What follows belongs to an exercise in optimizing a design on an open flow for small area, a short achievable clock period and few clock cycles per item; a production flow would make more cautious choices.
Only simulation tests tie the RTL to the original design; equivalence was not proved.

==> build 59: inputs <==
==> flow/design.v (excerpt) <==
module fractal_value_noise_2d (
    input  logic               i_clk,
    input  logic               i_rst_n,
    input  logic               psel,
    input  logic               penable,
    input  logic               pwrite,
    input  logic [3:0]         paddr,
    input  logic [31:0]        pwdata,
    output logic [31:0]        prdata,
    output logic               pready,
    input  logic               i_in_valid,
    output logic               o_in_ready,
    input  logic signed [31:0] i_x_coord,
    input  logic signed [31:0] i_z_coord,
    output logic               o_out_valid,
    input  logic               i_out_ready,
    output logic signed [15:0] o_noise_value
);
Settings: LEC_CHECK=0, ABC_AREA=1, CAP_MARGIN=20, CORE_MARGIN=2, CORE_UTILIZATION=50, SLEW_MARGIN=20; clock period 16.0 ns.
standard.sh (not shown) runs the stock make flow with config.mk's settings and CLKGATE_MAP_FILE= SYNTH_SCRIPT=/design/flow/synth_recipe.tcl, a recipe that flattens the netlist after the stock synthesis.
==> flow/flow/run.sh <==
#!/bin/bash
set -euo pipefail
bash standard.sh SETUP_SLACK_MARGIN=8.5 finish > flow_standard.log 2>&1
==> inputs of trial 13, as changes to build 59 <==
--- a/flow/design.v
+++ b/flow/design.v
@@ -324,47 +324,29 @@
             r0_xn    <= booth_neg(i_x_coord);
             r0_z1    <= booth_one(i_z_coord);
             r0_z2    <= booth_two(i_z_coord);
             r0_zn    <= booth_neg(i_z_coord);
         end
     end
-    logic        r1_first, r1_last;
-    logic [2:0]  r1_idx;
-    logic [35:0] r1_xl, r1_zl;       
-    logic [43:0] r1_xh, r1_zh;       
-    logic [47:0] pxl, pzl, pxh, pzh;
-    fvn_bmulp #(.AW(32), .ND(8), .OW(48)) u_mxl (
-        .a(r0_freq), .one(r0_x1[7:0]), .two(r0_x2[7:0]), .neg(r0_xn[7:0]), .c(48'd0), .y(pxl));
-    fvn_bmulp #(.AW(32), .ND(8), .OW(48)) u_mxh (
-        .a(r0_freq), .one(r0_x1[15:8]), .two(r0_x2[15:8]), .neg(r0_xn[15:8]), .c(48'd0), .y(pxh));
-    fvn_bmulp #(.AW(32), .ND(8), .OW(48)) u_mzl (
-        .a(r0_freq), .one(r0_z1[7:0]), .two(r0_z2[7:0]), .neg(r0_zn[7:0]), .c(48'd0), .y(pzl));
-    fvn_bmulp #(.AW(32), .ND(8), .OW(48)) u_mzh (
-        .a(r0_freq), .one(r0_z1[15:8]), .two(r0_z2[15:8]), .neg(r0_zn[15:8]), .c(48'd0), .y(pzh));
-    always_ff @(posedge i_clk) begin
-        r1_first <= r0_first; r1_last <= r0_last; r1_idx <= r0_idx;
-        r1_xl <= pxl[47:12]; r1_xh <= pxh[43:0];
-        r1_zl <= pzl[47:12]; r1_zh <= pzh[43:0];
-    end
     logic        r2_first, r2_last;
     logic [2:0]  r2_idx;
-    logic [31:0] r2_ax0, r2_ax1, r2_az0, r2_az1;
+    logic [31:0] r2_ax0, r2_az0;
     logic [15:0] r2_fx, r2_fz;
-    logic [47:0] sx0, sx1, sz0, sz1;
-    assign sx0 = {{12{r1_xl[35]}}, r1_xl} + {r1_xh, 4'd0} + {fvn_pkg::CX_OFS, 16'd0};
-    assign sx1 = {{12{r1_xl[35]}}, r1_xl} + {r1_xh, 4'd0} + {fvn_pkg::CX_OFS + 32'd1, 16'd0};
-    assign sz0 = {{12{r1_zl[35]}}, r1_zl} + {r1_zh, 4'd0} + {fvn_pkg::CZ_OFS, 16'd0};
-    assign sz1 = {{12{r1_zl[35]}}, r1_zl} + {r1_zh, 4'd0} + {fvn_pkg::CZ_OFS + 32'd1, 16'd0};
-    always_ff @(posedge i_clk) begin
-        r2_first <= r1_first; r2_last <= r1_last; r2_idx <= r1_idx;
-        r2_ax0 <= sx0[47:16];
-        r2_ax1 <= sx1[47:16];
-        r2_az0 <= sz0[47:16];
-        r2_az1 <= sz1[47:16];
-        r2_fx  <= sx0[15:0];
-        r2_fz  <= sz0[15:0];
+    logic [59:0] px, pz;
+    fvn_bmulp #(.AW(32), .ND(16), .OW(60)) u_mx (
+        .a(r0_freq), .one(r0_x1), .two(r0_x2), .neg(r0_xn),
+        .c({fvn_pkg::CX_OFS, 28'd0}), .y(px));
+    fvn_bmulp #(.AW(32), .ND(16), .OW(60)) u_mz (
+        .a(r0_freq), .one(r0_z1), .two(r0_z2), .neg(r0_zn),
+        .c({fvn_pkg::CZ_OFS, 28'd0}), .y(pz));
+    always_ff @(posedge i_clk) begin
+        r2_first <= r0_first; r2_last <= r0_last; r2_idx <= r0_idx;
+        r2_ax0 <= px[59:28];
+        r2_az0 <= pz[59:28];
+        r2_fx  <= px[27:12];
+        r2_fz  <= pz[27:12];
     end
     logic        r3_first, r3_last;
     logic [2:0]  r3_idx;
     logic [31:0] r3_mx0, r3_mx1, r3_az0, r3_az1;
     logic [31:0] r3_sqx, r3_sqz;
     logic [15:0] r3_fx, r3_fz;
@@ -376,15 +358,15 @@
             acc = acc + ((t[i] ? (32'(t) >> (i + 1)) : 32'd0) << (2 * i + 2));
         square16 = acc;
     endfunction
     always_ff @(posedge i_clk) begin
         r3_first <= r2_first; r3_last <= r2_last; r3_idx <= r2_idx;
         r3_mx0 <= fvn_pkg::mix_a(r2_ax0);
-        r3_mx1 <= fvn_pkg::mix_a(r2_ax1);
+        r3_mx1 <= fvn_pkg::mix_a(r2_ax0 + 32'd1);
         r3_az0 <= r2_az0;
-        r3_az1 <= r2_az1;
+        r3_az1 <= r2_az0 + 32'd1;
         r3_sqx <= square16(r2_fx);
         r3_sqz <= square16(r2_fz);
         r3_fx  <= r2_fx;
         r3_fz  <= r2_fz;
     end
     logic        r4_first, r4_last;
@@ -504,37 +486,27 @@
     always_ff @(posedge i_clk) begin
         r9_first <= r8_first; r9_last <= r8_last;
         r9_r0 <= lerp_d(r8_c00, r8_d0, r8_sx);
         r9_r1 <= lerp_d(r8_c01, r8_d1, r8_sx);
         r9_sz <= r8_sz;
     end
-    logic               r10_first, r10_last;
-    logic signed [16:0] r10_r0;
-    logic signed [17:0] r10_d;
-    logic [16:0]        r10_sz;
-    always_ff @(posedge i_clk) begin
-        r10_first <= r9_first; r10_last <= r9_last;
-        r10_r0 <= r9_r0;
-        r10_d  <= 18'(r9_r1) - 18'(r9_r0);
-        r10_sz <= r9_sz;
-    end
     logic               r11_first, r11_last;
     logic signed [16:0] r11_val;
     always_ff @(posedge i_clk) begin
-        r11_first <= r10_first; r11_last <= r10_last;
-        r11_val <= lerp_d(r10_r0, r10_d, r10_sz);
+        r11_first <= r9_first; r11_last <= r9_last;
+        r11_val <= lerp_d(r9_r0, 18'(r9_r1) - 18'(r9_r0), r9_sz);
     end
     logic signed [fvn_pkg::TOT_W-1:0] r_total;
     logic [fvn_pkg::SUM_W-1:0]        r_asum, r_div_d;
     logic [fvn_pkg::SUM_W+1:0]        r_div_d3;
     logic [15:0]                      r_amp;
     logic                             r_acc_done;
     logic [31:0]                      amp_p;
     logic signed [fvn_pkg::TOT_W-1:0] tot_acc, tot_next;
     logic [fvn_pkg::SUM_W-1:0]        asum_next;
-    logic r1_v, r2_v, r3_v, r4_v, r5_v, r6_v, r7_v, r7b_v, r8_v, r9_v, r10_v, r11_v;
+    logic r2_v, r3_v, r4_v, r5_v, r6_v, r7_v, r7b_v, r8_v, r9_v, r11_v;
     logic [8:0] r_amp1, r_amp2, r_ampn;       
     logic [15:0] amp_next;
     function automatic logic [26:0] booth_u16(input logic [15:0] v);
         logic [18:0] b;
         logic [8:0]  one, two, neg;
         b = {2'b00, v, 1'b0};
@@ -551,20 +523,20 @@
     assign tot_next  = r11_first ? (35'(r11_val) <<< 16) : tot_acc;
     fvn_mul #(.AW(16), .BW(16), .AS(0), .BS(0), .OW(32)) u_amp (
         .a(r_amp), .b(r_pers), .c(32'd0), .y(amp_p));
     assign asum_next = r11_first ? fvn_pkg::SUM_W'(65536) : r_asum + fvn_pkg::SUM_W'(r_amp);
     always_ff @(posedge i_clk) begin
         if (!i_rst_n) begin
-            r1_v <= 1'b0; r2_v <= 1'b0; r3_v <= 1'b0; r4_v <= 1'b0; r5_v <= 1'b0;
-            r6_v <= 1'b0; r7_v <= 1'b0; r7b_v <= 1'b0; r8_v <= 1'b0; r9_v <= 1'b0; r10_v <= 1'b0;
+            r2_v <= 1'b0; r3_v <= 1'b0; r4_v <= 1'b0; r5_v <= 1'b0;
+            r6_v <= 1'b0; r7_v <= 1'b0; r7b_v <= 1'b0; r8_v <= 1'b0; r9_v <= 1'b0;
             r11_v <= 1'b0;
             r_acc_done <= 1'b0;
         end else begin
-            r1_v <= r0_v; r2_v <= r1_v; r3_v <= r2_v; r4_v <= r3_v; r5_v <= r4_v;
-            r6_v <= r5_v; r7_v <= r6_v; r7b_v <= r7_v; r8_v <= r7b_v; r9_v <= r8_v; r10_v <= r9_v;
-            r11_v <= r10_v;
+            r2_v <= r0_v; r3_v <= r2_v; r4_v <= r3_v; r5_v <= r4_v;
+            r6_v <= r5_v; r7_v <= r6_v; r7b_v <= r7_v; r8_v <= r7b_v; r9_v <= r8_v;
+            r11_v <= r9_v;
             r_acc_done <= r11_v & r11_last;
         end
     end
     always_ff @(posedge i_clk) begin
         if (r11_v) begin
             r_total <= tot_next;
==> comparison table <==
Run status: build 59 no timing/DRC/antenna violations; trial 13 no timing/DRC/antenna violations
Data buffer area share: build 59 1.75%; trial 13 1.94%
Detailed-routed wire length on met3: build 59 90,900 µm; trial 13 77,600 µm
Placed standard-cell area: build 59 401,000 µm²; trial 13 386,000 µm²
Measured slew at the worst slew-check pin: build 59 1290 ps; trial 13 1170 ps
Synth Area in Simple Gates: build 59 10.7%; trial 13 9.79%
Sum of net half-perimeters after detailed placement: build 59 992,000 µm; trial 13 863,000 µm
Cell Area, Synth: build 59 387,000 µm²; trial 13 373,000 µm²
Post-synthesis area per instance: build 59 8.63 µm²; trial 13 8.78 µm²
Number of stages on the worst setup path: build 59 9; trial 13 8
Flip-flop and latch share of the layout cell area: build 59 12.0%; trial 13 11.1%
Final core utilization: build 59 53.5%; trial 13 53.4%
Worst hold path startpoint: build 59 r5_mz0[31]$_DFF_P_; trial 13 r5_mz1[9]$_DFF_P_
Wire per inst: build 59 22.4 µm; trial 13 20.8 µm
Register-to-register setup slack: build 59 8690 ps; trial 13 8590 ps
GRT met1 Usage: build 59 41.0%; trial 13 38.2%
Wire length of the first global-routing pass: build 59 1,900,000 µm; trial 13 1,710,000 µm
Number of global-route vias before repair: build 59 318,000; trial 13 301,000
Adder and majority cell fraction of the synthesized area: build 59 46.7%; trial 13 48.8%
Routed vias: build 59 302,000; trial 13 284,000
Testbench counts of build 59, summed over its fixed seeds: cycles 4,464, items 768.
Testbench counts of trial 13, summed over its fixed seeds: cycles 4,384, items 768.

* * *

==> inputs of v9 <==
fractal_value_noise_2d, a different RTL version from the one above (not shown whole).
export LEC_CHECK = 0
export CAP_MARGIN = 20
export CORE_MARGIN = 2
export CORE_UTILIZATION = 50
export SLEW_MARGIN = 20
create_clock -name core_clock -period 16.0 [get_ports {i_clk}]
==> flow/flow/run.sh <==
#!/bin/bash
set -euo pipefail
bash standard.sh SETUP_SLACK_MARGIN=7.5 finish > flow_standard.log 2>&1
==> inputs of v37, as changes to v9 <==
--- a/flow/design.v
+++ b/flow/design.v
@@ -164,13 +164,14 @@
         acc = c + kc + negs;
         for (int j = 0; j < ND; j++) acc = acc + rows[j];
         y = acc;
     end
 endmodule
 module fvn_bmulp #(
-    parameter int AW = 32,       
+    parameter int AW = 32,
+    parameter bit AS = 0,        
     parameter int ND = 8,
     parameter int OW = 48
 ) (
     input  logic [AW-1:0] a,
     input  logic [ND-1:0] one,
     input  logic [ND-1:0] two,
@@ -185,13 +186,13 @@
     always_comb begin
         negs = '0;
         kc   = '0;
         for (int j = 0; j < ND; j++) begin
             logic [W-1:0] ae, pp;
             logic [OW+2*ND+W:0] wide;
-            ae = W'(a);
+            for (int i = 0; i < W; i++) ae[i] = (i < AW) ? a[i] : (AS ? a[AW-1] : 1'b0);
             for (int i = 0; i < W; i++)
                 pp[i] = ((one[j] & ae[i]) | (two[j] & ((i > 0) ? ae[i-1] : 1'b0))) ^ neg[j];
             wide = '0;
             wide[W-1:0] = {~pp[W-1], pp[W-2:0]};
             wide = wide << (2 * j);
             rows[j] = wide[OW-1:0];
@@ -221,14 +222,14 @@
     input  logic signed [31:0] i_x_coord,
     input  logic signed [31:0] i_z_coord,
     output logic               o_out_valid,
     input  logic               i_out_ready,
     output logic signed [15:0] o_noise_value
 );
-    localparam int FD  = 16;     
-    localparam int FAW = 4;
+    localparam int FD  = 10;     
+    localparam int FAW = 4;      
     logic [31:0] r_seed;
     logic [3:0]  r_oct;
     logic [15:0] r_pers;
     logic [15:0] r_lac;
     logic cfg_wr;
     assign pready = 1'b1;
@@ -323,47 +324,29 @@
             r0_xn    <= booth_neg(i_x_coord);
             r0_z1    <= booth_one(i_z_coord);
             r0_z2    <= booth_two(i_z_coord);
             r0_zn    <= booth_neg(i_z_coord);
         end
     end
-    logic        r1_first, r1_last;
-    logic [2:0]  r1_idx;
-    logic [35:0] r1_xl, r1_zl;       
-    logic [43:0] r1_xh, r1_zh;       
-    logic [47:0] pxl, pzl, pxh, pzh;
-    fvn_bmulp #(.AW(32), .ND(8), .OW(48)) u_mxl (
-        .a(r0_freq), .one(r0_x1[7:0]), .two(r0_x2[7:0]), .neg(r0_xn[7:0]), .c(48'd0), .y(pxl));
-    fvn_bmulp #(.AW(32), .ND(8), .OW(48)) u_mxh (
-        .a(r0_freq), .one(r0_x1[15:8]), .two(r0_x2[15:8]), .neg(r0_xn[15:8]), .c(48'd0), .y(pxh));
-    fvn_bmulp #(.AW(32), .ND(8), .OW(48)) u_mzl (
-        .a(r0_freq), .one(r0_z1[7:0]), .two(r0_z2[7:0]), .neg(r0_zn[7:0]), .c(48'd0), .y(pzl));
-    fvn_bmulp #(.AW(32), .ND(8), .OW(48)) u_mzh (
-        .a(r0_freq), .one(r0_z1[15:8]), .two(r0_z2[15:8]), .neg(r0_zn[15:8]), .c(48'd0), .y(pzh));
-    always_ff @(posedge i_clk) begin
-        r1_first <= r0_first; r1_last <= r0_last; r1_idx <= r0_idx;
-        r1_xl <= pxl[47:12]; r1_xh <= pxh[43:0];
-        r1_zl <= pzl[47:12]; r1_zh <= pzh[43:0];
-    end
     logic        r2_first, r2_last;
     logic [2:0]  r2_idx;
-    logic [31:0] r2_ax0, r2_ax1, r2_az0, r2_az1;
+    logic [31:0] r2_ax0, r2_az0;
     logic [15:0] r2_fx, r2_fz;
-    logic [47:0] sx0, sx1, sz0, sz1;
-    assign sx0 = {{12{r1_xl[35]}}, r1_xl} + {r1_xh, 4'd0} + {fvn_pkg::CX_OFS, 16'd0};
-    assign sx1 = {{12{r1_xl[35]}}, r1_xl} + {r1_xh, 4'd0} + {fvn_pkg::CX_OFS + 32'd1, 16'd0};
-    assign sz0 = {{12{r1_zl[35]}}, r1_zl} + {r1_zh, 4'd0} + {fvn_pkg::CZ_OFS, 16'd0};
-    assign sz1 = {{12{r1_zl[35]}}, r1_zl} + {r1_zh, 4'd0} + {fvn_pkg::CZ_OFS + 32'd1, 16'd0};
-    always_ff @(posedge i_clk) begin
-        r2_first <= r1_first; r2_last <= r1_last; r2_idx <= r1_idx;
-        r2_ax0 <= sx0[47:16];
-        r2_ax1 <= sx1[47:16];
-        r2_az0 <= sz0[47:16];
-        r2_az1 <= sz1[47:16];
-        r2_fx  <= sx0[15:0];
-        r2_fz  <= sz0[15:0];
+    logic [59:0] px, pz;
+    fvn_bmulp #(.AW(32), .ND(16), .OW(60)) u_mx (
+        .a(r0_freq), .one(r0_x1), .two(r0_x2), .neg(r0_xn),
+        .c({fvn_pkg::CX_OFS, 28'd0}), .y(px));
+    fvn_bmulp #(.AW(32), .ND(16), .OW(60)) u_mz (
+        .a(r0_freq), .one(r0_z1), .two(r0_z2), .neg(r0_zn),
+        .c({fvn_pkg::CZ_OFS, 28'd0}), .y(pz));
+    always_ff @(posedge i_clk) begin
+        r2_first <= r0_first; r2_last <= r0_last; r2_idx <= r0_idx;
+        r2_ax0 <= px[59:28];
+        r2_az0 <= pz[59:28];
+        r2_fx  <= px[27:12];
+        r2_fz  <= pz[27:12];
     end
     logic        r3_first, r3_last;
     logic [2:0]  r3_idx;
     logic [31:0] r3_mx0, r3_mx1, r3_az0, r3_az1;
     logic [31:0] r3_sqx, r3_sqz;
     logic [15:0] r3_fx, r3_fz;
@@ -375,15 +358,15 @@
             acc = acc + ((t[i] ? (32'(t) >> (i + 1)) : 32'd0) << (2 * i + 2));
         square16 = acc;
     endfunction
     always_ff @(posedge i_clk) begin
         r3_first <= r2_first; r3_last <= r2_last; r3_idx <= r2_idx;
         r3_mx0 <= fvn_pkg::mix_a(r2_ax0);
-        r3_mx1 <= fvn_pkg::mix_a(r2_ax1);
+        r3_mx1 <= fvn_pkg::mix_a(r2_ax0 + 32'd1);
         r3_az0 <= r2_az0;
-        r3_az1 <= r2_az1;
+        r3_az1 <= r2_az0 + 32'd1;
         r3_sqx <= square16(r2_fx);
         r3_sqz <= square16(r2_fz);
         r3_fx  <= r2_fx;
         r3_fz  <= r2_fz;
     end
     logic        r4_first, r4_last;
@@ -503,60 +486,66 @@
     always_ff @(posedge i_clk) begin
         r9_first <= r8_first; r9_last <= r8_last;
         r9_r0 <= lerp_d(r8_c00, r8_d0, r8_sx);
         r9_r1 <= lerp_d(r8_c01, r8_d1, r8_sx);
         r9_sz <= r8_sz;
     end
-    logic               r10_first, r10_last;
-    logic signed [16:0] r10_r0;
-    logic signed [17:0] r10_d;
-    logic [16:0]        r10_sz;
-    always_ff @(posedge i_clk) begin
-        r10_first <= r9_first; r10_last <= r9_last;
-        r10_r0 <= r9_r0;
-        r10_d  <= 18'(r9_r1) - 18'(r9_r0);
-        r10_sz <= r9_sz;
-    end
     logic               r11_first, r11_last;
     logic signed [16:0] r11_val;
     always_ff @(posedge i_clk) begin
-        r11_first <= r10_first; r11_last <= r10_last;
-        r11_val <= lerp_d(r10_r0, r10_d, r10_sz);
+        r11_first <= r9_first; r11_last <= r9_last;
+        r11_val <= lerp_d(r9_r0, 18'(r9_r1) - 18'(r9_r0), r9_sz);
     end
     logic signed [fvn_pkg::TOT_W-1:0] r_total;
     logic [fvn_pkg::SUM_W-1:0]        r_asum, r_div_d;
     logic [fvn_pkg::SUM_W+1:0]        r_div_d3;
     logic [15:0]                      r_amp;
     logic                             r_acc_done;
     logic [31:0]                      amp_p;
     logic signed [fvn_pkg::TOT_W-1:0] tot_acc, tot_next;
     logic [fvn_pkg::SUM_W-1:0]        asum_next;
-    logic r1_v, r2_v, r3_v, r4_v, r5_v, r6_v, r7_v, r7b_v, r8_v, r9_v, r10_v, r11_v;
-    assign tot_acc   = r_total + 35'(r11_val) * $signed({19'd0, r_amp});
+    logic r2_v, r3_v, r4_v, r5_v, r6_v, r7_v, r7b_v, r8_v, r9_v, r11_v;
+    logic [8:0] r_amp1, r_amp2, r_ampn;       
+    logic [15:0] amp_next;
+    function automatic logic [26:0] booth_u16(input logic [15:0] v);
+        logic [18:0] b;
+        logic [8:0]  one, two, neg;
+        b = {2'b00, v, 1'b0};
+        for (int j = 0; j < 9; j++) begin
+            one[j] = b[2*j+1] ^ b[2*j];
+            two[j] = (b[2*j+2] & ~b[2*j+1] & ~b[2*j]) | (~b[2*j+2] & b[2*j+1] & b[2*j]);
+            neg[j] = b[2*j+2];
+        end
+        booth_u16 = {one, two, neg};
+    endfunction
+    fvn_bmulp #(.AW(17), .AS(1), .ND(9), .OW(fvn_pkg::TOT_W)) u_acc (
+        .a(r11_val), .one(r_amp1), .two(r_amp2), .neg(r_ampn), .c(r_total), .y(tot_acc));
+    assign amp_next  = r11_first ? r_pers : amp_p[31:16];
     assign tot_next  = r11_first ? (35'(r11_val) <<< 16) : tot_acc;
     fvn_mul #(.AW(16), .BW(16), .AS(0), .BS(0), .OW(32)) u_amp (
         .a(r_amp), .b(r_pers), .c(32'd0), .y(amp_p));
     assign asum_next = r11_first ? fvn_pkg::SUM_W'(65536) : r_asum + fvn_pkg::SUM_W'(r_amp);
     always_ff @(posedge i_clk) begin
         if (!i_rst_n) begin
-            r1_v <= 1'b0; r2_v <= 1'b0; r3_v <= 1'b0; r4_v <= 1'b0; r5_v <= 1'b0;
-            r6_v <= 1'b0; r7_v <= 1'b0; r7b_v <= 1'b0; r8_v <= 1'b0; r9_v <= 1'b0; r10_v <= 1'b0;
+            r2_v <= 1'b0; r3_v <= 1'b0; r4_v <= 1'b0; r5_v <= 1'b0;
+            r6_v <= 1'b0; r7_v <= 1'b0; r7b_v <= 1'b0; r8_v <= 1'b0; r9_v <= 1'b0;
             r11_v <= 1'b0;
             r_acc_done <= 1'b0;
         end else begin
-            r1_v <= r0_v; r2_v <= r1_v; r3_v <= r2_v; r4_v <= r3_v; r5_v <= r4_v;
-            r6_v <= r5_v; r7_v <= r6_v; r7b_v <= r7_v; r8_v <= r7b_v; r9_v <= r8_v; r10_v <= r9_v;
-            r11_v <= r10_v;
+            r2_v <= r0_v; r3_v <= r2_v; r4_v <= r3_v; r5_v <= r4_v;
+            r6_v <= r5_v; r7_v <= r6_v; r7b_v <= r7_v; r8_v <= r7b_v; r9_v <= r8_v;
+            r11_v <= r9_v;
             r_acc_done <= r11_v & r11_last;
         end
     end
     always_ff @(posedge i_clk) begin
         if (r11_v) begin
             r_total <= tot_next;
             r_asum  <= asum_next;
-            r_amp   <= r11_first ? r_pers : amp_p[31:16];
+            r_amp   <= amp_next;
+            {r_amp1, r_amp2, r_ampn} <= booth_u16(amp_next);
             if (r11_last) begin
                 r_div_d  <= asum_next;
                 r_div_d3 <= (fvn_pkg::SUM_W+2)'(asum_next) + {1'b0, asum_next, 1'b0};
             end
         end
     end
@@ -576,24 +565,27 @@
         .o_neg      (dv_neg)
     );
     assign q_clamp = (dv_q > 15'd16384) ? 16'd16384 : {1'b0, dv_q};
     assign res     = (r_oct == 4'd0) ? 16'sd0 :
                      dv_neg ? $signed(-q_clamp) : $signed(q_clamp);
     logic [15:0]  fifo [FD];
-    logic [FAW:0] r_wp, r_rp;
-    assign o_out_valid   = (r_wp != r_rp);
+    logic [3:0]   r_wp, r_rp;
+    logic [FAW:0] r_occ;
+    assign o_out_valid   = (r_occ != '0);
     assign out_acc       = o_out_valid & i_out_ready;
-    assign o_noise_value = fifo[r_rp[FAW-1:0]];
+    assign o_noise_value = fifo[r_rp];
     assign o_in_ready    = r_rdy;
     always_ff @(posedge i_clk) begin
         if (!i_rst_n) begin
-            r_wp <= '0;
-            r_rp <= '0;
+            r_wp  <= '0;
+            r_rp  <= '0;
+            r_occ <= '0;
         end else begin
-            if (dv_v)    r_wp <= r_wp + 1'b1;
-            if (out_acc) r_rp <= r_rp + 1'b1;
+            if (dv_v)    r_wp <= (r_wp == 4'(FD - 1)) ? 4'd0 : r_wp + 4'd1;
+            if (out_acc) r_rp <= (r_rp == 4'(FD - 1)) ? 4'd0 : r_rp + 4'd1;
+            r_occ <= r_occ + (dv_v ? 1'b1 : 1'b0) - (out_acc ? 1'b1 : 1'b0);
         end
     end
     always_ff @(posedge i_clk) begin
-        if (dv_v) fifo[r_wp[FAW-1:0]] <= res;
+        if (dv_v) fifo[r_wp] <= res;
     end
 endmodule
==> flow/flow/run.sh (replaced) <==
#!/bin/bash
set -euo pipefail
bash standard.sh SETUP_SLACK_MARGIN=8.5 finish > flow_standard.log 2>&1
==> flow/config.mk (replaced) <==
export PLATFORM = sky130hd
export DESIGN_NAME = fractal_value_noise_2d
export DESIGN_NICKNAME = fractal_value_noise_2d
export VERILOG_FILES = /design/flow/design.v
export SDC_FILE = /design/flow/constraint.sdc
export NUM_CORES = 4
export LEC_CHECK = 0
export ABC_AREA = 1
export CAP_MARGIN = 20
export CORE_MARGIN = 2
export CORE_UTILIZATION = 60
export SLEW_MARGIN = 20
==> impl_metrics.tcl <==
set metrics [dict create \
    placeableCoreArea_um2 768000 \
    multi_input_area_share_pct 72.8 \
    yosys.cell_types.count 114 \
    clk_slew_on_worst_s_h_paths_ns 0.07 \
    postPlaceCellArea_um2 398000 \
    status "complete, no violations" \
    period_share_pct 52.1 \
    regArea_um2 52200 \
]
The numbers above come from v9.

==> impl_metrics.tcl <==
set metrics [dict create \
    cts_setup_buffers 31 \
    postPlaceCellArea_um2 385000 \
    status "complete, no violations" \
    multi_input_area_share_pct 72.6 \
    yosys.cell_types.count 80 \
    ys_ff_latch 2001 \
    clk_slew_on_worst_s_h_paths_ns 0.06 \
    grt_util_met3_pct 5.15 \
    regArea_um2 44000 \
    placeableCoreArea_um2 619000 \
    period_share_pct 46.4 \
]
The numbers above come from v37.

Testbench counts of v9, summed over its fixed seeds: cycles 4,448, items 768.
Testbench counts of v37, summed over its fixed seeds: cycles 4,384, items 768.

separate check: timing with driven ports:
In the flow no input, the clock included, has a driving cell. The finished layouts below were timed again as built, in two steps.
Step 1: set_driving_cell puts a clkbuf_16 on i_clk and a buf_2 on each other input, an assumption about the parent block.
Step 2, shift: input delay + t, output delay - t, t = (earliest + latest rising clock arrival at the registers) / 2. This alone moves slack from input paths to output paths.
Slacks: ideal / step 1 / step 2; pairs: ideal / step 1.
run | shift t [ns] | setup WS [ns] | worst slew at a driven data input, ns
build 59 | 1.176 | 8.403 / 8.352 / 8.352 | 0.33
trial 13 | 1.196 | 8.509 / 8.478 / 8.478 | 0.10
v9 | 1.161 | 7.672 / 7.645 / 7.645 | 0.11
v37 | 1.162 | 8.578 / 8.554 / 8.554 | 0.18
After both steps every run listed still meets setup and hold. For build 59, which loses most, drivers alone change the setup slack by -0.051 ns; drivers and shift together by -0.051 ns.
